Context: an optimization exercise on an open-source flow, tuned for small area. The choices shown serve that exercise and are no tape-out recipe.
Where RTL was checked, it was by simulation tests only, not by an equivalence proof against the original.
For run 2, only the layout was checked, not whether the RTL still works.
Power figures rest on the tool's default switching activity, not on a simulated workload. The flow treats the clock pin as an ideal source, which a real chip does not have.

--- flow/design.v ---
module bp_ao222n (
   input  logic a1, b1, a2, b2, a3, b3,
   output logic y
);
   assign y = ~((a1 & b1) | (a2 & b2) | (a3 & b3));
endmodule
module bp_ao22n (
   input  logic a1, b1, a2, b2,
   output logic y
);
   assign y = ~((a1 & b1) | (a2 & b2));
endmodule
module bp_nand4 (
   input  logic a, b, c, d,
   output logic y
);
   assign y = ~(a & b & c & d);
endmodule
module bp_nand3 (
   input  logic a, b, c,
   output logic y
);
   assign y = ~(a & b & c);
endmodule
module bp_nor3 (
   input  logic a, b, c,
   output logic y
);
   assign y = ~(a | b | c);
endmodule
module bp_or3and (
   input  logic a, b, c, e,
   output logic y
);
   assign y = (a | b | c) & e;
endmodule
module bp_sel32 (
   input  logic [31:0] sel,
   input  logic [31:0] d,
   output logic [2:0]  p
);
   logic [10:0] g;
   for (genvar k = 0; k < 10; k++) begin : g_ao
      bp_ao222n u_ao (
         .a1(sel[3*k]),   .b1(d[3*k]),
         .a2(sel[3*k+1]), .b2(d[3*k+1]),
         .a3(sel[3*k+2]), .b3(d[3*k+2]),
         .y(g[k])
      );
   end
   bp_ao22n u_ao_last (.a1(sel[30]), .b1(d[30]), .a2(sel[31]), .b2(d[31]), .y(g[10]));
   bp_nand4 u_p0 (.a(g[0]), .b(g[1]), .c(g[2]),  .d(g[3]), .y(p[0]));
   bp_nand4 u_p1 (.a(g[4]), .b(g[5]), .c(g[6]),  .d(g[7]), .y(p[1]));
   bp_nand3 u_p2 (.a(g[8]), .b(g[9]), .c(g[10]), .y(p[2]));
endmodule
module bp_sel32n (
   input  logic [31:0] sel,
   input  logic [31:0] d,
   output logic        yn
);
   logic [2:0] p;
   bp_sel32 u_sel (.sel(sel), .d(d), .p(p));
   bp_nor3  u_or  (.a(p[0]), .b(p[1]), .c(p[2]), .y(yn));
endmodule
module branch_predictor #(
   parameter  int unsigned DATA_LEN = 32,
   parameter  int unsigned ENTRIES  = 32,
   localparam int unsigned IDX_LEN  = $clog2(ENTRIES),
   localparam int unsigned TAG_LEN  = DATA_LEN - IDX_LEN - 2
) (
   input  logic                clk,
   input  logic                reset,
   input  logic [DATA_LEN-1:0] if_pc,
   output logic                pred_taken,
   output logic [DATA_LEN-1:0] pred_target,
   input  logic                flush,
   input  logic                upd_valid,
   input  logic [DATA_LEN-1:0] upd_pc,
   input  logic                upd_is_jal,
   input  logic                upd_taken,
   input  logic [DATA_LEN-1:0] upd_target,
   input  logic                upd_pred_taken,
   input  logic [DATA_LEN-1:0] upd_pred_target
);
   logic [ENTRIES-1:0]  valid_q;
   logic [TAG_LEN-1:0]  tag_q    [ENTRIES];
   logic [1:0]          ctr_q    [ENTRIES];
   logic [DATA_LEN-1:0] target_q [ENTRIES];
   logic [IDX_LEN-1:0]  lk_idx;
   logic [TAG_LEN-1:0]  lk_tag;
   logic                lk_hit;
   logic [IDX_LEN-1:0]  up_idx;
   logic [TAG_LEN-1:0]  up_tag;
   logic                up_hit;
   logic                up_en;
   logic                wr_all;
   logic                wr_ctr;
   logic [1:0]          ctr_cur;
   logic [1:0]          ctr_next;
   logic                unused_bits;
   assign unused_bits = ^{if_pc[1:0], upd_pc[1:0], upd_pred_taken, upd_pred_target};
   assign lk_idx = if_pc[IDX_LEN+1:2];
   assign lk_tag = if_pc[DATA_LEN-1:IDX_LEN+2];
   assign up_idx = upd_pc[IDX_LEN+1:2];
   assign up_tag = upd_pc[DATA_LEN-1:IDX_LEN+2];
   logic [ENTRIES-1:0]  lk_sel;
   logic [ENTRIES-1:0]  up_sel;
   always_comb begin
      for (int i = 0; i < int'(ENTRIES); i++) begin
         lk_sel[i] = (lk_idx == IDX_LEN'(i));
         up_sel[i] = (up_idx == IDX_LEN'(i));
      end
   end
   logic [ENTRIES-1:0]  tag_col    [TAG_LEN];
   logic [ENTRIES-1:0]  target_col [DATA_LEN];
   logic [ENTRIES-1:0]  ctr_col    [2];
   always_comb begin
      for (int i = 0; i < int'(ENTRIES); i++) begin
         for (int j = 0; j < int'(TAG_LEN); j++)  tag_col[j][i]    = tag_q[i][j];
         for (int j = 0; j < int'(DATA_LEN); j++) target_col[j][i] = target_q[i][j];
         for (int j = 0; j < 2; j++)              ctr_col[j][i]    = ctr_q[i][j];
      end
   end
   logic [TAG_LEN-1:0]  lk_tag_n;
   logic                lk_valid_n;
   logic                lk_ctr_n;
   logic [TAG_LEN-1:0]  up_tag_n;
   logic                up_valid_n;
   logic [1:0]          up_ctr_n;
   for (genvar j = 0; j < TAG_LEN; j++) begin : g_lk_tag
      bp_sel32n u_lk (.sel(lk_sel), .d(tag_col[j]), .yn(lk_tag_n[j]));
      bp_sel32n u_up (.sel(up_sel), .d(tag_col[j]), .yn(up_tag_n[j]));
   end
   bp_sel32n u_lk_valid (.sel(lk_sel), .d(valid_q),    .yn(lk_valid_n));
   bp_sel32n u_lk_ctr   (.sel(lk_sel), .d(ctr_col[1]), .yn(lk_ctr_n));
   bp_sel32n u_up_valid (.sel(up_sel), .d(valid_q),    .yn(up_valid_n));
   for (genvar j = 0; j < 2; j++) begin : g_up_ctr
      bp_sel32n u_up (.sel(up_sel), .d(ctr_col[j]), .yn(up_ctr_n[j]));
   end
   assign lk_hit     = !lk_valid_n && ((~lk_tag_n ^ lk_tag) == '0);
   assign pred_taken = !reset && lk_hit && !lk_ctr_n;
   for (genvar j = 0; j < DATA_LEN; j++) begin : g_lk_target
      logic [2:0] p;
      bp_sel32  u_sel (.sel(lk_sel), .d(target_col[j]), .p(p));
      bp_or3and u_out (.a(p[0]), .b(p[1]), .c(p[2]), .e(pred_taken), .y(pred_target[j]));
   end
   always_comb begin
      up_en    = upd_valid && !flush;
      up_hit   = !up_valid_n && ((~up_tag_n ^ up_tag) == '0);
      ctr_cur  = ~up_ctr_n;
      wr_all   = up_en && upd_taken;
      wr_ctr   = up_en && (upd_taken || up_hit);
      if (!up_hit)          ctr_next = {1'b1, upd_is_jal};
      else if (upd_is_jal)  ctr_next = 2'b11;
      else if (upd_taken)   ctr_next = (ctr_cur == 2'b11) ? 2'b11 : ctr_cur + 2'd1;
      else                  ctr_next = (ctr_cur == 2'b00) ? 2'b00 : ctr_cur - 2'd1;
   end
   always_ff @(posedge clk or posedge reset) begin
      if (reset) begin
         valid_q <= '0;
      end else begin
         for (int i = 0; i < int'(ENTRIES); i++) begin
            if (flush) valid_q[i] <= 1'b0;
            else if (wr_all && up_sel[i]) valid_q[i] <= 1'b1;
         end
      end
   end
   always_ff @(posedge clk) begin
      for (int i = 0; i < int'(ENTRIES); i++) begin
         if (wr_all && up_sel[i]) begin
            tag_q[i]    <= up_tag;
            target_q[i] <= upd_target;
         end
         if (wr_ctr && up_sel[i]) ctr_q[i] <= ctr_next;
      end
   end
endmodule
--- flow/run.sh ---
#!/bin/bash
# synth_recipe.tcl (not shown) runs the flow's synth.tcl, then flattens the netlist and writes it again
# the make line also repeats each setting of config.mk as NAME=value (left out here)
make -C /OpenROAD-flow-scripts/flow DESIGN_CONFIG=/design/flow/config.mk WORK_HOME=/design/flow/orfs CLKGATE_MAP_FILE= SYNTH_SCRIPT=/design/flow/synth_recipe.tcl finish
--- flow/config.mk ---
export PLATFORM = sky130hd
export DESIGN_NAME = branch_predictor
export DESIGN_NICKNAME = branch_predictor
export VERILOG_FILES = /design/flow/design.v
export SDC_FILE = /design/flow/constraint.sdc
export NUM_CORES = 4
export LEC_CHECK = 0
export CAP_MARGIN = 20
export CORE_MARGIN = 2
export CORE_UTILIZATION = 40
export SETUP_SLACK_MARGIN = 1.0
export SLEW_MARGIN = 20
export SYNTH_HIERARCHICAL = 1
--- flow/constraint.sdc ---
create_clock -name core_clock -period 12.0 [get_ports {clk}]
set_input_delay 2.4000 -clock core_clock [delete_from_list [all_inputs] [get_ports {clk}]]
set_output_delay 2.4000 -clock core_clock [all_outputs]
set_load 0.01 [all_outputs]
==> run notes, run 1 <==
P per Cell Area -> 162.2 nW/um2
fin cells -> 6544
hold slack -> 0.5102 ns
RR Startpoint -> tag_q[15][1]$_DFFE_PP_
Critical Path RT -> 9.60 ns
clk root buf -> clkbuf_16
synthesized area -> 71710 um2
Critical path origin -> if_pc[3]
number of synthesized flops with an enable pin -> 1888
flop and latch count out of synthesis -> 1920
Layout Skew -> 0.06415 ns
Placeable Area -> 178200 um2
area leader, netlist -> edfxtp_1
DR top layer -> met5
Fin. Hold Viols -> 0
Reg2Reg Depth -> 9
clock-pin slew on the worst setup and hold paths -> 0.06 ns
share of the synthesized area in the top cell type -> 79.06%
sequential share of the synthesized area -> 80.18%
RSZ-0062 raised after global routing -> no
first-pass GRT wire length -> 346600 um
vias in the first global route -> 44.92k
post-detailed-route wirelength per cell -> 38.60 um
Via density -> 7.109
top_reg_cell synth -> edfxtp_1
routed wl met2 -> 116100 um
Setup Viol. Count Final -> 0
Worst-Skew Late Latency -> 0.86 ns
CTS Hold Buffers Added -> 0
GR Overflow Total -> 0
router iterations before antenna repair -> 11
Cell variety after synth -> 39
Post-CTS Setup Repair Bufs -> 0
Lkg Pwr -> 25.65 nW
synth warn -> 19
placed cells -> 6199
commonest cells in the netlist -> 1888 x edfxtp_1, 870 x a222oi_1, 185 x nand4_1, 92 x nand3_1, 87 x a22oi_2
Area Overhead vs Synth -> 16.89%
Final Cycle Share -> 89.19%
die area -> 182700 um2
Power, Total -> 0.01360 W
R2R Path End -> ctr_q[8][0]$_DFFE_PP_
critical path arrival -> 8.30 ns
fmax -> 0.09344 GHz
Post-Syn Area per Cell -> 20.30 um2
H-tree Lvls -> 4
Setup Total Neg Slack -> 0 ns
synth top area cells -> edfxtp_1 79%, a222oi_1 12%, nand4_1 1.6%, a22oi_2 1.5%, dfrtp_1 1.1%
crit path time final -> 10.70 ns
row cnt -> 155
CP endpoint kind -> output pin
fin. max-slew vios -> 0
relative slew slack -> 18.52%
I/O pin count -> 168
DRT iter0 DRCs -> 11.31k
Post-Synthesis Cells -> 3533
Final nets -> 4169
count leader, synth -> edfxtp_1
WL met1 -> 90520 um
Remaining DRCs -> 0
Worst Path Max Fanout -> 33
clock tree sinks -> 1920
peak supply drop -> 0.1728 mV
critical path class -> input pin to output pin
WHS Endpoint -> valid_q[2]$_DFFE_PP0P_
Via Count -> 46.52k
HP Class -> register to register
CTS Buffer Depth -> 3
Initial Util -> 40.23%
Hold Startpoint -> valid_q[2]$_DFFE_PP0P_
hpwl dp -> 141400 um
DIE HEIGHT -> 427.4 um
share of cells above drive strength 1 -> 17.66%
routability cong. -> 0.8808
Routed Antenna Nets -> 0
CTS tree -> yes
ys async rst share -> 1.667%
r2r setup slk -> 7.97 ns
status -> no timing/DRC/antenna violations
largest net degree at the start of global routing -> 49
Synth Net Count -> 3668
width of the chip -> 427.4 um
Total GRT Usage -> 27.14%
Port Buffers -> 130
cells resized by post-CTS repair -> 0
CTS buffer count -> 186
Worst Tran Pin Value -> 1.221 ns
Setup crit start kind -> input pin
Worst Hold Depth -> 1
Post-Route WL -> 252600 um
Max-cap violations -> 0
initial antenna violation count -> 12
met3 routed WL -> 35090 um
==> cell usage in the layout, fill, tap and decap left out, types with 3 or more instances in the layout <==
cell,n
edfxtp_1,1888
a222oi_1,870
buf_4,206
clkbuf_16,186
nand4_1,185
clkdlybuf4s50_1,118
nand3_1,91
a22oi_2,87
nor3_2,82
nor2_4,64
clkbuf_1,56
clkinv_1,40
xor2_1,35
a21o_1,32
o31a_1,32
dfrtp_1,32
clkinv_2,26
nor4_2,21
xnor2_1,13
buf_2,12
bufinv_16,11
inv_1,10
nand2_1,7
nor4_1,6
buf_12,6
nor2_1,5
nand3b_1,5
nor3_1,5
clkinv_16,5
inv_6,5
diode_2,4
nand2b_1,4
or2_4,4
clkbuf_8,4
or3_1,3
inv_16,3
==> stage by stage <==
| step | utilization, % | cell area, um2 | setup WS (ns) |
|---|---|---|---|
| floorplan | - | 71720 | 1.963 |
| global placement | 43.73 | 77950 | 1.345 |
| detailed placement | 43.77 | 78000 | 1.310 |
| CTS | 47.04 | 83840 | 1.253 |
| global route | 47.03 | 83820 | 1.182 |
| finish | 47.03 | 83820 | 1.298 |
==> sequential cells by signal, indices dropped and copies added, names as in the netlist <==
signal,cells
target_q,1024
tag_q,800
valid_q,32
ctr_q,64
==> report_power, final <==
part,internal (W),total [W],switching (W)
clock network,0.00314,0.00566,0.00252
logic,0.000149,0.000538,0.000389
registers,0.00739,0.00740,0.00000929
total,0.0107,0.0136,0.00292
==> kinds of logic (layout without fill, tap and decap cells) <==
kind of cell	count (synthesis)	after routing	synth area share (%)
AOI/OAI and AO/OA	1026	1026	14.46
xor gates and xnor gates	48	48	0.5863
adders and majority gates	2	2	0.02792
buffers and inverters	43	695	0.3228
DFF	1920	1920	80.18
other	0	4	0
and+or+nand+nor	494	494	4.420
==> Yosys stat by module (local to each module, per instance), a selection <==
module	cell area (um2)	flip-flops and latches
branch_predictor	59560	1920
bp_ao22n	12.51	0
bp_ao222n	10.01	0
bp_nor3	10.01	0
bp_or3and	8.758	0
bp_nand4	6.256	0
bp_nand3	5.005	0
==> critical path, stage by stage <==
cell and delay [ns]:
clkdlybuf4s50_1 0.52, nand2b_1 0.70, nor2_4 0.30, a222oi_1 0.54, nand4_1 0.20, nor3_2 0.38
xnor2_1 0.17, nor4_1 0.85, nand4_1 0.30, nor4_4 0.22, buf_4 0.68, o31a_1 0.38
clkdlybuf4s50_1 0.60
==> layout make-up <==
type,instances,area (um2)
Antenna cell,4,10.01
Clock buffer,246,4920
Clock inverter,93,914.6
Fill cell,14740,94400
Inverter,13,48.80
Multi-Input combinational cell,1570,14570
Sequential cell,1920,57500
Tap cell,2355,2947
Timing Repair Buffer,343,2919
==> worst max path at each step <==
stage / slack (ns) / endpoint
final: 1.30 / pred_target[9]
after global placement: 1.34 / pred_target[9]
after detailed placement: 1.31 / pred_target[25]
after floorplan: 1.96 / pred_target[0]
after global routing: 1.18 / pred_target[5]
after CTS: 1.25 / pred_target[25]
==> routing by layer <==
metal | track usage [%] | vias to the layer above
met3 | 8.014 | 661
li1 | - | 18100
met4 | 10.97 | 12
met1 | 35.54 | 23920
met5 | 0 | -
met2 | 42.40 | 3824
==> run 2: changes to the inputs <==
--- a/flow/design.v
+++ b/flow/design.v
@@ -5,9 +5,9 @@
    assign y = ~((a1 & b1) | (a2 & b2) | (a3 & b3));
 endmodule
-module bp_ao22n (
-   input  logic a1, b1, a2, b2,
+module bp_ao22nand3 (
+   input  logic g1, g2, a1, b1, a2, b2,
    output logic y
 );
-   assign y = ~((a1 & b1) | (a2 & b2));
+   assign y = ~(g1 & g2 & ~((a1 & b1) | (a2 & b2)));
 endmodule
 module bp_nand4 (
@@ -17,15 +17,9 @@
    assign y = ~(a & b & c & d);
 endmodule
-module bp_nand3 (
+module bp_or3 (
    input  logic a, b, c,
    output logic y
 );
-   assign y = ~(a & b & c);
-endmodule
-module bp_nor3 (
-   input  logic a, b, c,
-   output logic y
-);
-   assign y = ~(a | b | c);
+   assign y = a | b | c;
 endmodule
 module bp_or3and (
@@ -40,5 +34,5 @@
    output logic [2:0]  p
 );
-   logic [10:0] g;
+   logic [9:0] g;
    for (genvar k = 0; k < 10; k++) begin : g_ao
       bp_ao222n u_ao (
@@ -49,17 +43,17 @@
       );
    end
-   bp_ao22n u_ao_last (.a1(sel[30]), .b1(d[30]), .a2(sel[31]), .b2(d[31]), .y(g[10]));
    bp_nand4 u_p0 (.a(g[0]), .b(g[1]), .c(g[2]),  .d(g[3]), .y(p[0]));
    bp_nand4 u_p1 (.a(g[4]), .b(g[5]), .c(g[6]),  .d(g[7]), .y(p[1]));
-   bp_nand3 u_p2 (.a(g[8]), .b(g[9]), .c(g[10]), .y(p[2]));
+   bp_ao22nand3 u_p2 (.g1(g[8]), .g2(g[9]), .a1(sel[30]), .b1(d[30]),
+                      .a2(sel[31]), .b2(d[31]), .y(p[2]));
 endmodule
-module bp_sel32n (
+module bp_sel32y (
    input  logic [31:0] sel,
    input  logic [31:0] d,
-   output logic        yn
+   output logic        y
 );
    logic [2:0] p;
    bp_sel32 u_sel (.sel(sel), .d(d), .p(p));
-   bp_nor3  u_or  (.a(p[0]), .b(p[1]), .c(p[2]), .y(yn));
+   bp_or3   u_or  (.a(p[0]), .b(p[1]), .c(p[2]), .y(y));
 endmodule
 module branch_predictor #(
@@ -122,22 +116,22 @@
       end
    end
-   logic [TAG_LEN-1:0]  lk_tag_n;
-   logic                lk_valid_n;
-   logic                lk_ctr_n;
-   logic [TAG_LEN-1:0]  up_tag_n;
-   logic                up_valid_n;
-   logic [1:0]          up_ctr_n;
+   logic [TAG_LEN-1:0]  lk_tag_r;
+   logic                lk_valid_r;
+   logic                lk_ctr_r;
+   logic [TAG_LEN-1:0]  up_tag_r;
+   logic                up_valid_r;
+   logic [1:0]          up_ctr_r;
    for (genvar j = 0; j < TAG_LEN; j++) begin : g_lk_tag
-      bp_sel32n u_lk (.sel(lk_sel), .d(tag_col[j]), .yn(lk_tag_n[j]));
-      bp_sel32n u_up (.sel(up_sel), .d(tag_col[j]), .yn(up_tag_n[j]));
+      bp_sel32y u_lk (.sel(lk_sel), .d(tag_col[j]), .y(lk_tag_r[j]));
+      bp_sel32y u_up (.sel(up_sel), .d(tag_col[j]), .y(up_tag_r[j]));
    end
-   bp_sel32n u_lk_valid (.sel(lk_sel), .d(valid_q),    .yn(lk_valid_n));
-   bp_sel32n u_lk_ctr   (.sel(lk_sel), .d(ctr_col[1]), .yn(lk_ctr_n));
-   bp_sel32n u_up_valid (.sel(up_sel), .d(valid_q),    .yn(up_valid_n));
+   bp_sel32y u_lk_valid (.sel(lk_sel), .d(valid_q),    .y(lk_valid_r));
+   bp_sel32y u_lk_ctr   (.sel(lk_sel), .d(ctr_col[1]), .y(lk_ctr_r));
+   bp_sel32y u_up_valid (.sel(up_sel), .d(valid_q),    .y(up_valid_r));
    for (genvar j = 0; j < 2; j++) begin : g_up_ctr
-      bp_sel32n u_up (.sel(up_sel), .d(ctr_col[j]), .yn(up_ctr_n[j]));
+      bp_sel32y u_up (.sel(up_sel), .d(ctr_col[j]), .y(up_ctr_r[j]));
    end
-   assign lk_hit     = !lk_valid_n && ((~lk_tag_n ^ lk_tag) == '0);
-   assign pred_taken = !reset && lk_hit && !lk_ctr_n;
+   assign lk_hit     = lk_valid_r && (lk_tag_r == lk_tag);
+   assign pred_taken = !reset && lk_hit && lk_ctr_r;
    for (genvar j = 0; j < DATA_LEN; j++) begin : g_lk_target
       logic [2:0] p;
@@ -147,6 +141,6 @@
    always_comb begin
       up_en    = upd_valid && !flush;
-      up_hit   = !up_valid_n && ((~up_tag_n ^ up_tag) == '0);
-      ctr_cur  = ~up_ctr_n;
+      up_hit   = up_valid_r && (up_tag_r == up_tag);
+      ctr_cur  = up_ctr_r;
       wr_all   = up_en && upd_taken;
       wr_ctr   = up_en && (upd_taken || up_hit);
--- a/flow/config.mk
+++ b/flow/config.mk
@@ -8,6 +8,8 @@
 export CAP_MARGIN = 20
 export CORE_MARGIN = 2
-export CORE_UTILIZATION = 40
-export SETUP_SLACK_MARGIN = 1.0
+export CORE_UTILIZATION = 70
+export CTS_CLUSTER_DIAMETER = 100
+export CTS_CLUSTER_SIZE = 30
+export SETUP_SLACK_MARGIN = 0
 export SLEW_MARGIN = 20
 export SYNTH_HIERARCHICAL = 1
==> run 2 against run 1 <==
  * Still clean
  * Worst setup slack got worse by 0.15 ns
  * Critical path depth grew 1
  * Sequential power about the same
  * Final area fell by 6.8%
  * Maximum frequency shrank 1.4%
  * Utilization is 31 points higher
  * Critical endpoint is now pred_target[31]
  * Largest power group unchanged
  * Highest routed layer unchanged
==> run notes, run 2 <==
peak supply drop -> 0.1322 mV
vias in the first global route -> 45.78k
Final nets -> 4056
Worst Hold Depth -> 1
Setup Viol. Count Final -> 0
Worst Path Max Fanout -> 42
number of synthesized flops with an enable pin -> 1888
clock tree sinks -> 1920
synthesized area -> 71020 um2
worst path cell trace -> clkdlybuf4s50_1, nand2b_1, nor2_4, buf_4, a222oi_1, nand4_1, or3_1, xor2_1, nor4_1, nand4_1, nor4_2, buf_4, o31a_1, clkdlybuf4s50_1
Cell variety after synth -> 37
commonest cells after routing, fill and taps aside -> 1888 x edfxtp_1, 870 x a222oi_1, 197 x buf_4
Setup Total Neg Slack -> 0 ns
sequential share of the synthesized area -> 80.95%
share of the synthesized area in the top cell type -> 79.83%
Reg2Reg Depth -> 7
Regs by FF count -> target_q: 1024 flops, tag_q: 800 flops, ctr_q: 64 flops
Remaining DRCs -> 0
CTS tree -> yes
clock-pin slew on the worst setup and hold paths -> 0.12 ns
Synth Net Count -> 3673
relative slew slack -> 13.47%
WHS Endpoint -> valid_q[10]$_DFFE_PP0P_
DRT iter0 DRCs -> 13.18k
Routed Antenna Nets -> 0
fmax -> 0.09213 GHz
hpwl dp -> 131700 um
critical path class -> input pin to output pin
post-detailed-route wirelength per cell -> 44.38 um
DIE HEIGHT -> 322.5 um
Final Cycle Share -> 90.45%
Post-Syn Area per Cell -> 20.07 um2
initial antenna violation count -> 13
Post-CTS Setup Repair Bufs -> 0
first-pass GRT wire length -> 328300 um
synth top area cells -> edfxtp_1 80%, a222oi_1 12%, nand4_1 1.6%, dfrtp_1 1.1%, a22oi_1 0.92%
RSZ-0062 raised after global routing -> no
crit path time final -> 10.85 ns
cells resized by post-CTS repair -> 0
Critical Path RT -> 9.60 ns
max reg flops -> 1024
fin. max-slew vios -> 0
Post-Route WL -> 235600 um
Critical path origin -> if_pc[2]
Hold Startpoint -> valid_q[10]$_DFFE_PP0P_
Layout Skew -> 0.03020 ns
I/O pin count -> 168
CP endpoint kind -> output pin
H-tree Lvls -> 3
Total GRT Usage -> 45.46%
count leader, synth -> edfxtp_1
router iterations before antenna repair -> 17
Placeable Area -> 100300 um2
Fin. Hold Viols -> 0
ys async rst share -> 1.667%
GR Overflow Total -> 0
crit-path max cell delay -> 0.73 ns
die area -> 104000 um2
HP Class -> register to register
Power, Total -> 0.01103 W
share of cells above drive strength 1 -> 10.83%
Port Buffers -> 130
Critical-path top delay cell -> nor4_1
Initial Util -> 70.82%
commonest cells in the netlist -> 1888 x edfxtp_1, 870 x a222oi_1, 183 x nand4_1, 96 x nand3_1, 87 x a22oi_1
Post-Synthesis Cells -> 3538
Max-cap violations -> 0
Largest Register -> target_q
area leader, netlist -> edfxtp_1
routability cong. -> 0.9437
status -> no timing/DRC/antenna violations
largest net degree at the start of global routing -> 59
Via density -> 8.929
Worst Tran Pin Value -> 1.295 ns
r2r setup slk -> 7.62 ns
Fillers -> 5359
P per Cell Area -> 141.1 nW/um2
row cnt -> 116
Worst-Skew Late Latency -> 0.72 ns
critical path arrival -> 8.45 ns
CTS Buffer Depth -> 3
width of the chip -> 322.5 um
Setup crit start kind -> input pin
flop and latch count out of synthesis -> 1920
clk root buf -> clkbuf_16
synth warn -> 19
RR Startpoint -> tag_q[12][10]$_DFFE_PP_
Area Overhead vs Synth -> 10.03%
CTS Hold Buffers Added -> 0
Via Count -> 47.40k
most common cell after layout, fill and taps aside -> edfxtp_1
Lkg Pwr -> 23.85 nW
R2R Path End -> ctr_q[5][1]$_DFFE_PP_
top_reg_cell synth -> edfxtp_1
CTS buffer count -> 74
==> run 2: cell types whose count changed in the layout (fill, tap and decap cells not counted), sizes merged, moves of 22 or more <==
cell / change
clkbuf: -157
clkinv: -71
or3: +55
nor3: -53
xnor2: +23
xor2: -22
==> run 2: worst max path at each step <==
| stage | depth (start not counted) | slack (ns) | end |
|---|---|---|---|
| CTS | 14 | 1.52 | pred_target[31] |
| global placement | 14 | 1.55 | pred_target[31] |
| detailed placement | 14 | 1.56 | pred_target[31] |
| global route | 14 | 1.11 | pred_target[31] |
| finish | 14 | 1.15 | pred_target[31] |
| floorplan | 10 | 0.89 | pred_target[0] |
==> run 2: logic make-up (layout without fill, tap and decap cells) <==
kind of cell	count (synthesis)	in the layout	share of synthesized area (%)
AO/OA/AOI/OAI	1024	1024	13.95
XOR/XNOR	49	49	0.6043
adder cells (fa/ha/maj)	2	2	0.02819
buffers and inverters	45	449	0.2819
flip-flops	1920	1920	80.95
other	0	10	0
AND/OR/NAND/NOR	498	498	4.182
==> run 2: routing by layer <==
layer	track usage [%]	vias to the layer above	share of wire, %
li1	-	17710	-
met3	16.48	1137	19
met5	0.2778	-	0.046
met2	64.98	5454	43
met1	60.28	23090	31
met4	28.21	14	8.0
==> run 2: layout make-up <==
type	count	area, um2	area share [%]
antenna	10	25.02	0.03202
multi-input combinational	1573	13920	17.82
clock inverter	8	123.9	0.1585
sequential	1920	57500	73.57
tap	1357	1698	2.173
timing repair buffer	335	2868	3.670
inverter	17	63.81	0.08166
clock buffer	89	1951	2.496
==> run 2: per-stage QoR <==
step	cell area [um2]	hold slack [ns]	cells	util (%)	setup slack, ns
global route	78130	0.5349	5303	77.90	1.106
global placement	76070	0.4793	5201	75.85	1.550
CTS	78150	0.5141	5298	77.92	1.515
detailed placement	76080	0.4892	5201	75.86	1.556
finish	78150	0.5194	5309	77.92	1.146
floorplan	71020	0.4698	3538	-	0.8943
==> run 2: per-module statistics from Yosys (local to each module, per instance), excerpt <==
module / flip-flops and latches / cells / area [um2]
bp_or3: 0 / 1 / 6.256
branch_predictor: 1920 / 2233 / 59510
bp_ao222n: 0 / 1 / 10.01
bp_ao22nand3: 0 / 2 / 12.51
bp_nand4: 0 / 1 / 6.256
bp_or3and: 0 / 1 / 8.758
==> run 2: where the power goes <==
group          switching [W]  leakage, nW  internal, W  total, W
sequential         0.0000100         17.5      0.00738   0.00739
clock                0.00191         1.01      0.00120   0.00312
combinational       0.000375         5.34     0.000146  0.000521
==> run 2: worst max-delay path, delay by kind of cell <==
family	cells	cell delay, ns
compound gates	2	0.72
xor+xnor	1	0.17
buf+inv	4	2.16
simple gates	7	2.87
==> run 3: changes to the inputs <==
--- a/flow/design.v
+++ b/flow/design.v
@@ -16,4 +16,10 @@
 );
    assign y = ~(a & b & c & d);
+endmodule
+module bp_hold (
+   input  logic q, we, d, wn,
+   output logic y
+);
+   assign y = (q | we) & (d | wn);
 endmodule
 module bp_or3 (
@@ -160,12 +166,35 @@
       end
    end
+   logic [ENTRIES-1:0]  we_all;
+   logic [ENTRIES-1:0]  we_all_n;
+   logic [ENTRIES-1:0]  we_ctr;
+   logic [ENTRIES-1:0]  we_ctr_n;
+   assign we_all   = {ENTRIES{wr_all}} & up_sel;
+   assign we_all_n = ~we_all;
+   assign we_ctr   = {ENTRIES{wr_ctr}} & up_sel;
+   assign we_ctr_n = ~we_ctr;
+   logic [TAG_LEN-1:0]  tag_d    [ENTRIES];
+   logic [1:0]          ctr_d    [ENTRIES];
+   logic [DATA_LEN-1:0] target_d [ENTRIES];
+   for (genvar i = 0; i < ENTRIES; i++) begin : g_entry
+      for (genvar j = 0; j < TAG_LEN; j++) begin : g_tag
+         bp_hold u_h (.q(tag_q[i][j]), .we(we_all[i]), .d(up_tag[j]), .wn(we_all_n[i]),
+                      .y(tag_d[i][j]));
+      end
+      for (genvar j = 0; j < DATA_LEN; j++) begin : g_target
+         bp_hold u_h (.q(target_q[i][j]), .we(we_all[i]), .d(upd_target[j]), .wn(we_all_n[i]),
+                      .y(target_d[i][j]));
+      end
+      for (genvar j = 0; j < 2; j++) begin : g_ctr
+         bp_hold u_h (.q(ctr_q[i][j]), .we(we_ctr[i]), .d(ctr_next[j]), .wn(we_ctr_n[i]),
+                      .y(ctr_d[i][j]));
+      end
+   end
    always_ff @(posedge clk) begin
       for (int i = 0; i < int'(ENTRIES); i++) begin
-         if (wr_all && up_sel[i]) begin
-            tag_q[i]    <= up_tag;
-            target_q[i] <= upd_target;
-         end
-         if (wr_ctr && up_sel[i]) ctr_q[i] <= ctr_next;
-      end
-   end
-endmodule
+         tag_q[i]    <= tag_d[i];
+         target_q[i] <= target_d[i];
+         ctr_q[i]    <= ctr_d[i];
+      end
+   end
+endmodule
==> flow/flow/run.sh (new file) <==
#!/bin/bash
# Standard layout with two changes: the port buffers are buf_1 cells, and
# clock tree synthesis builds larger sink clusters without dummy loads.
set -e
cp standard.sh standard_sh.txt
cat >> config.mk <<'EOC'
export BUFFER_PORTS_ARGS = -buffer_cell sky130_fd_sc_hd__buf_1
export CTS_ARGS = -sink_clustering_enable -repair_clock_nets -sink_clustering_size 30 -sink_clustering_max_diameter 100 -dont_use_dummy_load
EOC
bash standard.sh > standard.log 2>&1
==> flow/standard.sh (new file) <==
#!/bin/bash
# synth_recipe.tcl (not shown) runs the flow's synth.tcl, then flattens the netlist and writes it again
# the make line also repeats each setting of config.mk as NAME=value (left out here)
make -C /OpenROAD-flow-scripts/flow DESIGN_CONFIG=/design/flow/config.mk WORK_HOME=/design/flow/orfs CLKGATE_MAP_FILE= SYNTH_SCRIPT=/design/flow/synth_recipe.tcl "${@:-finish}"
--- a/flow/config.mk
+++ b/flow/config.mk
@@ -8,5 +8,5 @@
 export CAP_MARGIN = 20
 export CORE_MARGIN = 2
-export CORE_UTILIZATION = 70
+export CORE_UTILIZATION = 55
 export CTS_CLUSTER_DIAMETER = 100
 export CTS_CLUSTER_SIZE = 30
@@ -14,2 +14,4 @@
 export SLEW_MARGIN = 20
 export SYNTH_HIERARCHICAL = 1
+export BUFFER_PORTS_ARGS = -buffer_cell sky130_fd_sc_hd__buf_1
+export CTS_ARGS = -sink_clustering_enable -repair_clock_nets -sink_clustering_size 30 -sink_clustering_max_diameter 100 -dont_use_dummy_load
removed: flow/run.sh
==> run 3 against run 2 <==
  * Still clean on timing, DRC and antenna
  * Maximum frequency decreased by 0.14%
  * Clock skew increased by 0.048 ns
  * Flip-flop and latch count unchanged
  * Routed wire length increased by 30%
  * Non-clock buffer count increased by 29
  * Die area increased by 23%
  * Total power increased by 12%
  * Worst hold slack got worse by 0.049 ns
  * Utilization decreased by 17 points
  * Sequential share of layout area decreased by 23 points
  * Synthesized cell count increased by 56%
  * Register-to-register slack got worse by 0.72 ns
  * Critical endpoint is now pred_target[29]
  * Largest cell class unchanged
  * Highest routed layer unchanged
==> run notes, run 3 <==
routability cong. -> 0.9527
width of the chip -> 357.5 um
Port Buffers -> 130
Regs by FF count -> target_q: 1024 flops, tag_q: 800 flops, ctr_q: 64 flops
cells resized by post-CTS repair -> 0
synthesized area -> 68710 um2
Worst Path Max Fanout -> 33
synth top area cells -> dfxtp_1 55%, o22a_1 24%, a222oi_1 13%, nand4_1 1.7%, dfrtp_1 1.2%
most frequent CP cell -> buf_4
Layout Skew -> 0.07846 ns
Worst Tran Pin Value -> 1.291 ns
critical path class -> input pin to output pin
fmax -> 0.09201 GHz
Setup Viol. Count Final -> 0
Largest Register -> target_q
Placeable Area -> 123800 um2
router iterations before antenna repair -> 13
commonest cells in the netlist -> 1888 x dfxtp_1, 1888 x o22a_1, 870 x a222oi_1, 182 x nand4_1, 121 x nand3_1
Post-Synthesis Cells -> 5505
area of the multi-input gates -> 30440 um2
Critical-path top delay cell -> nor2_4
Initial Util -> 55.50%
die area -> 127800 um2
Via Count -> 65.02k
post-detailed-route wirelength per cell -> 40.55 um
crit-path max cell delay -> 0.93 ns
status -> no timing/DRC/antenna violations
sequential share of the synthesized area -> 56.17%
crit path time final -> 10.87 ns
top_reg_cell synth -> dfxtp_1
fin. max-slew vios -> 0
CTS buffer count -> 74
worst path cell trace -> buf_1, nand2_1, nor2_4, buf_4, buf_4, a222oi_1, nand4_1, or3_1, xor2_1, nor4_1, nand4_1, nor4_2, buf_4, o31a_1, buf_1
Cell variety after synth -> 33
placed cells -> 7480
share of cells above drive strength 1 -> 7.587%
Final nets -> 6055
Max-cap violations -> 0
flop and latch count out of synthesis -> 1920
RSZ-0062 raised after global routing -> no
area leader, netlist -> dfxtp_1
Routed Antenna Nets -> 0
first-pass GRT wire length -> 427100 um
HP Class -> register to register
synth warn -> 22
Post-Syn Area per Cell -> 12.48 um2
Setup crit start kind -> input pin
clk root buf -> clkbuf_16
Fillers -> 10.26k
r2r setup slk -> 6.90 ns
hpwl dp -> 172700 um
peak supply drop -> 0.1359 mV
Final Cycle Share -> 90.57%
Synth Net Count -> 5640
Via density -> 8.595
GR Overflow Total -> 0
CTS Buffer Depth -> 3
Post-Route WL -> 306700 um
FF/Latch Area -> 38600 um2
Setup Total Neg Slack -> 0 ns
Remaining DRCs -> 0
DRT iter0 DRCs -> 15.37k
Area Overhead vs Synth -> 10.20%
Post-CTS Setup Repair Bufs -> 0
critical path arrival -> 8.47 ns
CTS Hold Buffers Added -> 0
ys async rst share -> 1.667%
max reg flops -> 1024
DIE HEIGHT -> 357.5 um
row cnt -> 129
largest net degree at the start of global routing -> 61
P per Cell Area -> 162.7 nW/um2
commonest cells after routing, fill and taps aside -> 1888 x o22a_1, 1888 x dfxtp_1, 870 x a222oi_1
Worst-Skew Late Latency -> 0.75 ns
clock tree sinks -> 1920
Total GRT Usage -> 45.92%
vias in the first global route -> 59.16k
number of synthesized flops with an enable pin -> 0
relative slew slack -> 13.71%
share of the synthesized area in the top cell type -> 55.01%
Critical Path RT -> 9.60 ns
H-tree Lvls -> 3
Fin. Hold Viols -> 0
clock-pin slew on the worst setup and hold paths -> 0.06 ns
Lkg Pwr -> 26.88 nW
fin cells -> 7564
CTS tree -> yes
initial antenna violation count -> 19
CP endpoint kind -> output pin
I/O pin count -> 168
-- run 3: per-layer routing --
layer	up-vias	wire length, um	share of wire, %	track usage, %
met4	22	22410	7.3	26.82
met5	-	314	0.10	1.111
met2	5767	124200	41	65.51
li1	25620	-	-	-
met3	1331	49710	16	15.61
met1	32280	110000	36	60.23
-- run 3: area by class of cell --
type / count / share of cell area [%]
Timing Repair Buffer: 364 / 3.239
Clock buffer: 74 / 2.446
Sequential cell: 1920 / 50.97
Antenna cell: 9 / 0.02974
Tap cell: 1637 / 2.705
Multi-Input combinational cell: 3489 / 40.20
Inverter: 71 / 0.4048
-- run 3: final timing paths --
kind                                    startpoint                      end  depth (start not counted)
max                                       if_pc[2]          pred_target[29]                         15
min                        target_q[25][9]$_DFF_P_  target_q[25][9]$_DFF_P_                          1
max reg2reg                   tag_q[18][3]$_DFF_P_     ctr_q[21][0]$_DFF_P_                          9
min reg2reg                target_q[25][9]$_DFF_P_  target_q[25][9]$_DFF_P_                          1
max in group asynchronous                    reset  valid_q[15]$_DFFE_PP0P_                          3
min in group asynchronous                    reset  valid_q[14]$_DFFE_PP0P_                          3
-- run 3: per-module statistics from Yosys (local to each module, per instance), a selection --
module | copies in the design | flops+latches
branch_predictor | 1 | 1920
bp_ao222n | 870 | 0
bp_or3and | 32 | 0
bp_hold | 1888 | 0
bp_or3 | 55 | 0
bp_nand4 | 174 | 0
-- run 3: metrics by stage --
stage	util, %	hold slack, ns	area (um2)	total power (W)	setup slack [ns]
3_3_place_gp	59.44	0.4518	73580	0.009206	1.704
4_1_cts	61.13	0.4742	75670	0.01226	1.684
6_report	61.16	0.4707	75720	0.01232	1.131
3_5_place_dp	59.63	0.4601	73820	0.009300	1.703
5_1_grt	61.15	0.4859	75700	0.01271	1.359
2_1_floorplan	-	0.4467	68710	0.008774	0.8896
-- run 3: cell families after synthesis --
family	share of synthesized area [%]
compound gates	38.37
buf+inv	0.5754
simple gates	4.217
flops	56.17
xor+xnor	0.6373
fa+ha+maj	0.02914
-- run 3: power breakdown --
part           total (W)  internal, W  switching, W
registers        0.00783      0.00727      0.000560
clock network    0.00311      0.00112       0.00198
logic            0.00138     0.000788      0.000595
total             0.0123      0.00918       0.00314
-- run 3: critical path, delay by kind of cell --
| kind | cells | cell delay, ns |
|---|---|---|
| simple gates | 7 | 2.83 |
| xor+xnor | 1 | 0.12 |
| compound gates | 2 | 0.66 |
| buf+inv | 5 | 2.34 |
==> run 4: changes to the inputs <==
==> flow/flow/run.sh (replaced) <==
#!/bin/bash
# Standard layout with two changes: the port buffers are buf_1 cells, and
# clock tree synthesis builds larger sink clusters without dummy loads.
set -e
cp standard.sh standard_sh.txt
cat >> config.mk <<'EOC'
export BUFFER_PORTS_ARGS = -buffer_cell sky130_fd_sc_hd__buf_1
export CTS_ARGS = -sink_clustering_enable -repair_clock_nets -sink_clustering_size 24 -sink_clustering_max_diameter 80 -dont_use_dummy_load
EOC
bash standard.sh > standard.log 2>&1
==> flow/config.mk (replaced) <==
export PLATFORM = sky130hd
export DESIGN_NAME = branch_predictor
export DESIGN_NICKNAME = branch_predictor
export VERILOG_FILES = /design/flow/design.v
export SDC_FILE = /design/flow/constraint.sdc
export NUM_CORES = 4
export LEC_CHECK = 0
export CAP_MARGIN = 20
export CORE_MARGIN = 2
export CORE_UTILIZATION = 55
export CTS_CLUSTER_DIAMETER = 80
export CTS_CLUSTER_SIZE = 24
export SETUP_SLACK_MARGIN = 0
export SLEW_MARGIN = 20
export SYNTH_HIERARCHICAL = 1
export BUFFER_PORTS_ARGS = -buffer_cell sky130_fd_sc_hd__buf_1
export CTS_ARGS = -sink_clustering_enable -repair_clock_nets -sink_clustering_size 24 -sink_clustering_max_diameter 80 -dont_use_dummy_load
==> run 4 against run 3 <==
  * Register-to-register slack lost 0.12 ns
  * Critical path depth shrank 2
  * Total power grew 2.8%
  * Still clean on timing, DRC and antenna
  * Critical endpoint unchanged
  * Sequential power is essentially flat
  * Worst hold slack gained 0.0048 ns
==> run notes, run 4 <==
status -> no timing/DRC/antenna violations
Fin. Hold Viols -> 0
RSZ-0062 raised after global routing -> no
Cell variety after synth -> 33
Worst Tran Pin Value -> 1.311 ns
Regs by FF count -> target_q: 1024 flops, tag_q: 800 flops, ctr_q: 64 flops
Total GRT Usage -> 45.95%
width of the chip -> 357.5 um
Largest Register -> target_q
Remaining DRCs -> 0
Worst Path Max Fanout -> 33
Critical path origin -> if_pc[2]
largest net degree at the start of global routing -> 61
die area -> 127800 um2
Hold Startpoint -> target_q[2][21]$_DFF_P_
peak supply drop -> 0.1591 mV
share of cells above drive strength 1 -> 7.914%
critical path arrival -> 8.45 ns
GR Overflow Total -> 0
Post-Synthesis Cells -> 5505
router iterations before antenna repair -> 14
Final Cycle Share -> 90.44%
vias in the first global route -> 59.39k
share of the synthesized area in the top cell type -> 55.01%
relative slew slack -> 12.59%
H-tree Lvls -> 3
first-pass GRT wire length -> 427300 um
fin. max-slew vios -> 0
Routed Antenna Nets -> 0
fin util -> 61.59%
number of synthesized flops with an enable pin -> 0
clock-pin slew on the worst setup and hold paths -> 0.07 ns
row cnt -> 129
synth warn -> 22
synthesized area -> 68710 um2
commonest cells in the netlist -> 1888 x dfxtp_1, 1888 x o22a_1, 870 x a222oi_1, 182 x nand4_1, 121 x nand3_1
fmax -> 0.09214 GHz
Post-CTS Setup Repair Bufs -> 0
top_reg_cell synth -> dfxtp_1
post-detailed-route wirelength per cell -> 40.46 um
CTS buffer count -> 95
clock tree sinks -> 1920
Final nets -> 6076
CTS tree -> yes
P per Cell Area -> 166.1 nW/um2
Setup Total Neg Slack -> 0 ns
Lkg Pwr -> 27.14 nW
hpwl dp -> 172700 um
sequential share of the synthesized area -> 56.17%
RR Startpoint -> tag_q[18][3]$_DFF_P_
Setup crit start kind -> input pin
Worst-Skew Late Latency -> 0.75 ns
critical path class -> input pin to output pin
fin cells -> 7582
Port Buffers -> 130
clk root buf -> clkbuf_16
crit path time final -> 10.85 ns
Initial Util -> 55.50%
flop and latch count out of synthesis -> 1920
placed cells -> 7480
commonest cells after routing, fill and taps aside -> 1888 x o22a_1, 1888 x dfxtp_1, 870 x a222oi_1
CTS Buffer Depth -> 3
DRT iter0 DRCs -> 14.75k
HP Class -> register to register
area leader, netlist -> dfxtp_1
Via density -> 8.578
I/O pin count -> 168
Critical Path RT -> 9.60 ns
synth top area cells -> dfxtp_1 55%, o22a_1 24%, a222oi_1 13%, nand4_1 1.7%, dfrtp_1 1.2%
initial antenna violation count -> 16
Via Count -> 65.04k
Placeable Area -> 123800 um2
cells resized by post-CTS repair -> 0
Layout Skew -> 0.05669 ns
DIE HEIGHT -> 357.5 um
Setup Viol. Count Final -> 0
r2r setup slk -> 6.78 ns
Area Overhead vs Synth -> 10.96%
Synth Net Count -> 5640
Post-Route WL -> 306700 um
Post-Syn Area per Cell -> 12.48 um2
Max-cap violations -> 0
CP endpoint kind -> output pin
routability cong. -> 0.9527
max reg flops -> 1024
CTS Hold Buffers Added -> 0
ys async rst share -> 1.667%
==> run 4: cells by family (layout without fill, tap and decap cells) <==
| logic type | count (synthesis) | count (layout) | share of synthesized area (%) |
|---|---|---|---|
| other | 0 | 6 | 0 |
| and+or+nand+nor | 525 | 525 | 4.217 |
| DFF | 1920 | 1920 | 56.17 |
| AOI/OAI and AO/OA | 2912 | 2912 | 38.37 |
| xor gates and xnor gates | 50 | 50 | 0.6373 |
| buffers and inverters | 96 | 530 | 0.5754 |
| adders and majority gates | 2 | 2 | 0.02914 |
==> run 4: per-stage QoR <==
stage / cell area [um2] / setup WS (ns) / hold WS (ns) / power (W)
floorplan: 68710 / 0.8896 / 0.4467 / 0.008774
detailed placement: 73820 / 1.703 / 0.4601 / 0.009300
finish: 76240 / 1.147 / 0.4754 / 0.01266
global placement: 73580 / 1.704 / 0.4518 / 0.009206
CTS: 76200 / 1.684 / 0.4778 / 0.01261
global route: 76240 / 1.324 / 0.4880 / 0.01306
==> run 4: cell type report <==
type | count | area [um2]
inverters | 71 | 306.5
flip-flops and latches | 1920 | 38600
multi-input cells | 3489 | 30440
diodes | 6 | 15.01
fillers | 10230 | 47550
repair buffers | 364 | 2460
clock buffers | 95 | 2377
well taps | 1637 | 2048
==> run 4: final timing paths <==
check | end | depth (start not counted)
worst max-delay path | pred_target[29] | 13
worst min-delay path | target_q[2][21]$_DFF_P_ | 1
worst max register to register | ctr_q[26][1]$_DFF_P_ | 9
worst min register to register | target_q[2][21]$_DFF_P_ | 1
max in group asynchronous | valid_q[7]$_DFFE_PP0P_ | 3
min in group asynchronous | valid_q[14]$_DFFE_PP0P_ | 3
==> run 4: critical path, stage by stage <==
cell      delay (ns)
buf_1           0.36
nand2b_1        0.74
nor2_4          0.40
a222oi_1        0.55
nand4_1         0.29
or3_1           0.48
xor2_1          0.16
nor4_1          0.93
nand4_1         0.34
nor4_2          0.31
buf_4           0.61
o31a_1          0.54
buf_1           0.23
==> run 4: routing by layer <==
layer / track usage, % / share of wire [%]
met4: 28.77 / 7.6
met5: 0.4074 / 0.066
met2: 64.96 / 40
met3: 15.77 / 16
met1: 59.98 / 36
==> run 4: report_power, final <==
| group | switching [W] | internal [W] |
|---|---|---|
| Clock | 0.00204 | 0.00141 |
| Sequential | 0.000559 | 0.00727 |
| Combinational | 0.000594 | 0.000788 |
| Total | 0.00319 | 0.00947 |
==> run 4: modules after synthesis, one instance, submodules excluded, a selection <==
module            cells inside  area (um2)  flops+latches  times used
bp_nand4                     1       6.256              0         174
branch_predictor          2312       40670           1920           1
bp_or3and                    1       8.758              0          32
bp_or3                       1       6.256              0          55
bp_ao22nand3                 2       12.51              0          87
bp_ao222n                    1       10.01              0         870
bp_hold                      1       8.758              0        1888
==> run 5: changes to the inputs <==
==> flow/flow/run.sh (replaced) <==
#!/bin/bash
# Standard layout with two changes: the port buffers are buf_1 cells, and
# clock tree synthesis builds larger sink clusters without dummy loads.
set -e
cat >> config.mk <<'EOC'
export BUFFER_PORTS_ARGS = -buffer_cell sky130_fd_sc_hd__buf_1
export CTS_ARGS = -sink_clustering_enable -repair_clock_nets -sink_clustering_size 26 -sink_clustering_max_diameter 80 -dont_use_dummy_load
EOC
bash standard.sh > standard.log 2>&1
==> flow/config.mk (replaced) <==
export PLATFORM = sky130hd
export DESIGN_NAME = branch_predictor
export DESIGN_NICKNAME = branch_predictor
export VERILOG_FILES = /design/flow/design.v
export SDC_FILE = /design/flow/constraint.sdc
export NUM_CORES = 4
export LEC_CHECK = 0
export CAP_MARGIN = 10
export CORE_MARGIN = 2
export CORE_UTILIZATION = 55
export CTS_CLUSTER_DIAMETER = 80
export CTS_CLUSTER_SIZE = 26
export SETUP_SLACK_MARGIN = 0
export SLEW_MARGIN = 10
export SYNTH_HIERARCHICAL = 1
export BUFFER_PORTS_ARGS = -buffer_cell sky130_fd_sc_hd__buf_1
export CTS_ARGS = -sink_clustering_enable -repair_clock_nets -sink_clustering_size 26 -sink_clustering_max_diameter 80 -dont_use_dummy_load
==> run 5 against run 4 <==
  * Critical path type unchanged
  * Largest cell class unchanged
  * Synthesized cell count stayed put
  * Utilization shrank 0.31 points
  * Total power down 0.86%
==> run notes, run 5 <==
status -> no timing/DRC/antenna violations
Fin. Hold Viols -> 0
Lkg Pwr -> 26.99 nW
number of synthesized flops with an enable pin -> 0
cells resized by post-CTS repair -> 0
Setup crit start kind -> input pin
Post-DP Area -> 73580 um2
commonest cells in the netlist -> 1888 x dfxtp_1, 1888 x o22a_1, 870 x a222oi_1, 182 x nand4_1, 121 x nand3_1
Remaining DRCs -> 0
Critical path origin -> if_pc[3]
synth warn -> 22
Layout Skew -> 0.05358 ns
Post-Syn Area per Cell -> 12.48 um2
Post-Route WL -> 305900 um
hold slack -> 0.4704 ns
CTS buffer count -> 88
peak supply drop -> 0.1201 mV
Finished Cell Area -> 75860 um2
max reg flops -> 1024
width of the chip -> 357.5 um
H-tree Lvls -> 3
Total GRT Usage -> 45.91%
Setup Total Neg Slack -> 0 ns
RSZ-0062 raised after global routing -> no
critical path class -> input pin to output pin
Critical-path top delay cell -> nor2_4
Post-Synthesis Cells -> 5505
Regs by FF count -> target_q: 1024 flops, tag_q: 800 flops, ctr_q: 64 flops
die area -> 127800 um2
RR Startpoint -> tag_q[18][3]$_DFF_P_
Hold Startpoint -> target_q[13][1]$_DFF_P_
CTS Buffer Depth -> 3
Area Overhead vs Synth -> 10.40%
DIE HEIGHT -> 357.5 um
Synth Net Count -> 5640
synthesized area -> 68710 um2
P per Cell Area -> 165.5 nW/um2
HP Class -> register to register
Largest Register -> target_q
share of the synthesized area in the top cell type -> 55.01%
CTS tree -> yes
Final nets -> 6062
fin. max-slew vios -> 0
ys async rst share -> 1.667%
Worst Tran Pin Value -> 1.438 ns
row cnt -> 129
Initial Util -> 55.50%
vias in the first global route -> 59.71k
r2r setup slk -> 7.07 ns
Post-CTS Setup Repair Bufs -> 0
Port Buffers -> 130
top_reg_cell synth -> dfxtp_1
Final Cycle Share -> 90.84%
Worst Path Max Fanout -> 33
clock tree sinks -> 1920
router iterations before antenna repair -> 12
I/O pin count -> 168
clk root buf -> clkbuf_16
critical path arrival -> 8.50 ns
Max-cap violations -> 0
commonest cells after routing, fill and taps aside -> 1888 x o22a_1, 1888 x dfxtp_1, 870 x a222oi_1
flop and latch count out of synthesis -> 1920
Fillers -> 10.34k
Cell variety after synth -> 33
GR Overflow Total -> 0
sequential share of the synthesized area -> 56.17%
Routed Antenna Nets -> 0
Via density -> 8.572
largest net degree at the start of global routing -> 61
crit path time final -> 10.90 ns
initial antenna violation count -> 18
post-detailed-route wirelength per cell -> 40.43 um
synth top area cells -> dfxtp_1 55%, o22a_1 24%, a222oi_1 13%, nand4_1 1.7%, dfrtp_1 1.2%
hpwl dp -> 171100 um
Worst-Skew Late Latency -> 0.74 ns
first-pass GRT wire length -> 427500 um
DRT iter0 DRCs -> 15.16k
Placeable Area -> 123800 um2
fmax -> 0.09173 GHz
fin util -> 61.28%
Via Count -> 64.86k
relative slew slack -> 3.932%
Setup Viol. Count Final -> 0
routability cong. -> 0.9527
crit-path max cell delay -> 1.26 ns
CP endpoint kind -> output pin
Critical Path RT -> 9.60 ns
CTS Hold Buffers Added -> 0
area leader, netlist -> dfxtp_1
worst path cell trace -> buf_1, nand2b_1, nor2_4, buf_4, a222oi_1, nand4_1, or3_1, xor2_1, nor4_1, nand4_1, nor4_2, buf_4, o31a_1, buf_1
clock-pin slew on the worst setup and hold paths -> 0.05 ns
share of cells above drive strength 1 -> 7.696%
run 5: cell counts after synthesis:
Identical to the previous run, type by type.
run 5: cell families after synthesis:
| group | after synthesis | share of synthesized area (%) |
|---|---|---|
| buffers and inverters | 96 | 0.5754 |
| AO/OA/AOI/OAI | 2912 | 38.37 |
| flip-flops | 1920 | 56.17 |
| AND/OR/NAND/NOR | 525 | 4.217 |
| adder cells (fa/ha/maj) | 2 | 0.02914 |
| XOR/XNOR | 50 | 0.6373 |
run 5: final cells by class:
class	count	area, um2	area share [%]
Antenna cell	5	12.51	0.01649
Clock buffer	88	2202	2.903
Inverter	71	306.5	0.4041
Multi-Input combinational cell	3489	30430	40.11
Sequential cell	1920	38600	50.88
Tap cell	1637	2048	2.700
Timing Repair Buffer	357	2263	2.984
run 5: critical path, delay by kind of cell:
kind,cells,cell delay (ns)
AND/OR/NAND/NOR,7,3.14
buffers and inverters,4,1.96
AO/OA/AOI/OAI,2,0.80
XOR/XNOR,1,0.12
run 5: final timing paths:
path | cells past startpoint | end
max reg2reg | 9 | ctr_q[21][0]$_DFF_P_
min reg2reg | 1 | target_q[13][1]$_DFF_P_
max | 14 | pred_target[29]
min in group asynchronous | 3 | valid_q[14]$_DFFE_PP0P_
min | 1 | target_q[13][1]$_DFF_P_
max in group asynchronous | 3 | valid_q[12]$_DFFE_PP0P_
run 5: routing by layer:
| metal | GRT usage [%] | wire length (um) | vias up |
|---|---|---|---|
| met3 | 16.26 | 48580 | 1352 |
| met5 | 0.4074 | 237 | - |
| met4 | 28.46 | 23250 | 28 |
| met2 | 65.28 | 124300 | 5663 |
| met1 | 59.39 | 109500 | 32190 |
| li1 | - | - | 25630 |
run 5: where the power goes:
part | switching (W) | internal (W)
clock network | 0.00203 | 0.00132
registers | 0.000560 | 0.00727
logic | 0.000591 | 0.000787
run 5: through the flow:
step           cells  setup slack (ns)  total power (W)
2_1_floorplan   5505            0.8896         0.008774
3_5_place_dp    7471             1.676         0.009297
6_report        7567             1.099          0.01256
3_3_place_gp    7471             1.704         0.009206
5_1_grt         7564             1.268          0.01294
4_1_cts         7559             1.657          0.01249
run 5: modules after synthesis (local to each module, per instance), a selection:
module | area, um2 | flip-flops and latches | copies in the design
bp_or3and | 8.758 | 0 | 32
bp_or3 | 6.256 | 0 | 55
bp_hold | 8.758 | 0 | 1888
bp_ao22nand3 | 12.51 | 0 | 87
branch_predictor | 40670 | 1920 | 1
bp_ao222n | 10.01 | 0 | 870
bp_nand4 | 6.256 | 0 | 174
==> run 6: changes to the inputs <==
--- a/flow/config.mk
+++ b/flow/config.mk
@@ -6,11 +6,11 @@
 export NUM_CORES = 4
 export LEC_CHECK = 0
-export CAP_MARGIN = 10
+export CAP_MARGIN = 5
 export CORE_MARGIN = 2
-export CORE_UTILIZATION = 55
+export CORE_UTILIZATION = 62
 export CTS_CLUSTER_DIAMETER = 80
 export CTS_CLUSTER_SIZE = 26
 export SETUP_SLACK_MARGIN = 0
-export SLEW_MARGIN = 10
+export SLEW_MARGIN = 5
 export SYNTH_HIERARCHICAL = 1
 export BUFFER_PORTS_ARGS = -buffer_cell sky130_fd_sc_hd__buf_1
==> run 6 against run 5 <==
  * Global-route usage grew 4.3 points
  * Highest routed layer unchanged
  * Count of clock-buffer cells in the layout shrank 4
  * Total power shrank 0.60%
  * Flip-flop and latch count is the same
  * Largest cell class unchanged
  * Critical path type unchanged
==> run notes, run 6 <==
WHS Endpoint -> target_q[1][14]$_DFF_P_
CTS Hold Buffers Added -> 0
die area -> 113500 um2
area leader, netlist -> dfxtp_1
Regs by FF count -> target_q: 1024 flops, tag_q: 800 flops, ctr_q: 64 flops
Cell variety after synth -> 33
clock-pin slew on the worst setup and hold paths -> 0.07 ns
Lkg Pwr -> 26.81 nW
P_sw -> 0.003164 W
DRT iter0 DRCs -> 16.28k
row cnt -> 122
commonest cells in the netlist -> 1888 x dfxtp_1, 1888 x o22a_1, 870 x a222oi_1, 182 x nand4_1, 121 x nand3_1
relative slew slack -> 10.79%
Largest Register -> target_q
peak supply drop -> 0.1251 mV
share of the synthesized area in the top cell type -> 55.01%
max reg flops -> 1024
CP endpoint kind -> output pin
Critical Path RT -> 9.60 ns
crit-path max cell delay -> 1.02 ns
Synth Area in Adders -> 0.02913%
Placeable Area -> 110400 um2
Area Overhead vs Synth -> 9.700%
critical path arrival -> 7.86 ns
Setup crit start kind -> input pin
Via density -> 8.871
Post-Synthesis Cells -> 5505
post-detailed-route wirelength per cell -> 39.91 um
Layout Skew -> 0.04709 ns
flop and latch count out of synthesis -> 1920
Setup Viol. Count Final -> 0
Port Buffers -> 130
area of the multi-input gates -> 30430 um2
Post-Synth XOR/XNOR Area -> 0.6373%
synth warn -> 22
setup slack after layout -> 1.738 ns
H-tree Lvls -> 3
Remaining DRCs -> 0
DIE HEIGHT -> 336.9 um
critical path class -> input pin to output pin
Synth Net Count -> 5640
RSZ-0062 raised after global routing -> no
r2r setup slk -> 6.21 ns
register share of total power -> 62.8%
vias in the first global route -> 60.66k
clk root buf -> clkbuf_16
Max-cap violations -> 0
clock tree sinks -> 1920
sequential share of the synthesized area -> 56.17%
share of cells above drive strength 1 -> 7.194%
Post-Syn Area per Cell -> 12.48 um2
fmax -> 0.09745 GHz
top_reg_cell synth -> dfxtp_1
width of the chip -> 336.9 um
cells resized by post-CTS repair -> 0
largest net degree at the start of global routing -> 61
combinational share of power -> 11.1%
Post-Route WL -> 295100 um
Finished Cell Area -> 75380 um2
hpwl dp -> 157300 um
fin. max-slew vios -> 0
Critical-path top delay cell -> nor2_4
proportion of synthesized area in mux cells -> 0%
Worst Tran Pin Value -> 1.338 ns
Net Sw Frac -> 25.35%
synth top area cells -> dfxtp_1 55%, o22a_1 24%, a222oi_1 13%, nand4_1 1.7%, dfrtp_1 1.2%
Fin. Hold Viols -> 0
placed cells -> 7298
P per Cell Area -> 165.6 nW/um2
Setup Total Neg Slack -> 0 ns
Routed Antenna Nets -> 0
CTS Buffer Depth -> 3
RR Startpoint -> tag_q[9][0]$_DFF_P_
Fillers -> 8640
R2R Path End -> ctr_q[18][0]$_DFF_P_
router iterations before antenna repair -> 17
crit path time final -> 10.26 ns
Via Count -> 65.58k
Post-CTS Setup Repair Bufs -> 0
Place WS -> 2.237 ns
clock network power share -> 26.1%
Hold Startpoint -> target_q[1][14]$_DFF_P_
fin cells -> 7393
Reg2Reg Depth -> 9
worst path cell trace -> buf_1, nand2b_1, nor2_4, buf_4, a222oi_1, nand3_1, or3_1, xor2_1, nor4_1, nand4_1, nor4_2, buf_4, o31a_1, buf_1
GR Overflow Total -> 0
routability cong. -> 0.9352
FF/Latch Area -> 38600 um2
Initial Util -> 62.26%
Final nets -> 6031
largest family of logic cells by synthesized area -> compound AO/OA/AOI/OAI gates
Worst-Skew Late Latency -> 0.74 ns
Worst Path Max Fanout -> 33
Final Cycle Share -> 85.51%
I/O pin count -> 168
synthesized area -> 68710 um2
first-pass GRT wire length -> 417200 um
Post-Synth Simple-Gate Area -> 4.217%
Post-DP Area -> 73250 um2
initial antenna violation count -> 17
CTS tree -> yes
ys async rst share -> 1.667%
commonest cells after routing, fill and taps aside -> 1888 x o22a_1, 1888 x dfxtp_1, 870 x a222oi_1
Worst Hold Depth -> 1
Synth Area in Compound Gates -> 38.37%
CTS buffer count -> 84
Total GRT Usage -> 50.20%
Internal -> 0.009317 W
status -> no timing/DRC/antenna violations
HP Class -> register to register
number of synthesized flops with an enable pin -> 0
==> run 6: cell counts after synthesis <==
Identical to the previous run, type by type.
==> run 6: area by class of cell <==
| type | count | area share (%) |
|---|---|---|
| tap | 1488 | 2.470 |
| timing repair buffer | 330 | 2.722 |
| antenna | 11 | 0.03652 |
| inverter | 71 | 0.4067 |
| sequential | 1920 | 51.20 |
| clock buffer | 84 | 2.789 |
| multi-input combinational | 3489 | 40.37 |
==> run 6: layer usage <==
metal	global-route usage, %	share of wire (%)	vias up
met3	21.71	18	1674
met1	63.82	34	32070
li1	-	-	25610
met5	1.532	0.16	-
met4	32.57	8.7	30
met2	69.01	39	6196
==> run 6: worst max path at each step <==
stage,startpoint,end,slack (ns),cells after the start
3_3_place_gp,if_pc[6],pred_target[23],2.23,14
2_1_floorplan,if_pc[6],pred_target[0],0.89,10
3_5_place_dp,if_pc[3],pred_target[23],2.24,14
6_report,if_pc[3],pred_target[23],1.74,14
4_1_cts,if_pc[6],pred_target[23],2.18,14
5_1_grt,if_pc[3],pred_target[23],1.77,14
==> run 6: power by group through the flow <==
stage | registers (W) | logic [W] | clock network [W]
CTS | 0.00781 | 0.00134 | 0.00323
finish | 0.00784 | 0.00139 | 0.00326
global route | 0.00793 | 0.00145 | 0.00345
global placement | 0.00790 | 0.00128 | 0
detailed placement | 0.00796 | 0.00133 | 0
floorplan | 0.00781 | 0.000960 | 0
==> run 6: cells by family after synthesis <==
family / after synthesis
simple gates: 525
xor+xnor: 50
fa+ha+maj: 2
buf+inv: 96
compound gates: 2912
flops: 1920
==> run 6: Yosys stat by module (local to each module, per instance), excerpt <==
module            flip-flops and latches  cell area [um2]
branch_predictor                    1920            40670
bp_ao22nand3                           0            12.51
bp_ao222n                              0            10.01
bp_hold                                0            8.758
bp_or3and                              0            8.758
bp_nand4                               0            6.256
bp_or3                                 0            6.256
==> run 6: worst max-delay path, delay by kind of cell <==
kind	cells	cell delay [ns]
AOI/OAI and AO/OA	2	0.72
xor gates and xnor gates	1	0.13
buffers and inverters	4	1.78
and+or+nand+nor	7	2.78
==> run 6: stage by stage <==
stage / power [W] / utilization (%) / hold WS (ns)
2_1_floorplan: 0.008774 / - / 0.4467
3_3_place_gp: 0.009185 / 66.37 / 0.4521
3_5_place_dp: 0.009294 / 66.37 / 0.4597
4_1_cts: 0.01238 / 68.28 / 0.4784
5_1_grt: 0.01284 / 68.28 / 0.4892
6_report: 0.01248 / 68.30 / 0.4783

separate check: timing with driven ports:
No port has a modelled driver above. Below, the same layouts with a new extraction and two added sets of constraints.
Step 1, drivers: a clkbuf_16 drives clk and a buf_2 each remaining input, both assumed.
Step 2 adds t to the input delays and takes it off the output delays; t is the mean of the earliest and latest rising clock arrival at the registers after step 1. Input paths then give back, and output paths get back, about the clock's delay inside the block.
Three values: ideal ports, drivers, drivers and shift; two values: the first two.
run	shift t [ns]	setup slack, ns	hold slack, ns	worst setup path at the end	worst data-port slew with drivers (ns)
run 1	0.915	1.298 / 1.215 / 1.215	0.510 / 0.510 / 0.510	input to output	0.19
run 2	0.779	1.146 / 1.003 / 1.003	0.519 / 0.519 / 0.519	input to output	0.21
run 3	0.786	1.131 / 1.104 / 1.104	0.471 / 0.471 / 0.471	input to output	0.19
run 4	0.795	1.147 / 1.120 / 1.120	0.475 / 0.475 / 0.475	input to output	0.18
run 5	0.793	1.099 / 1.075 / 1.075	0.470 / 0.470 / 0.470	input to output	0.18
run 6	0.797	1.738 / 1.613 / 1.613	0.478 / 0.478 / 0.478	input to output	0.27
After both steps every run listed still meets setup and hold. The setup slack of run 2, which loses most, moves by -0.143 ns with the drivers and by -0.143 ns with both steps.
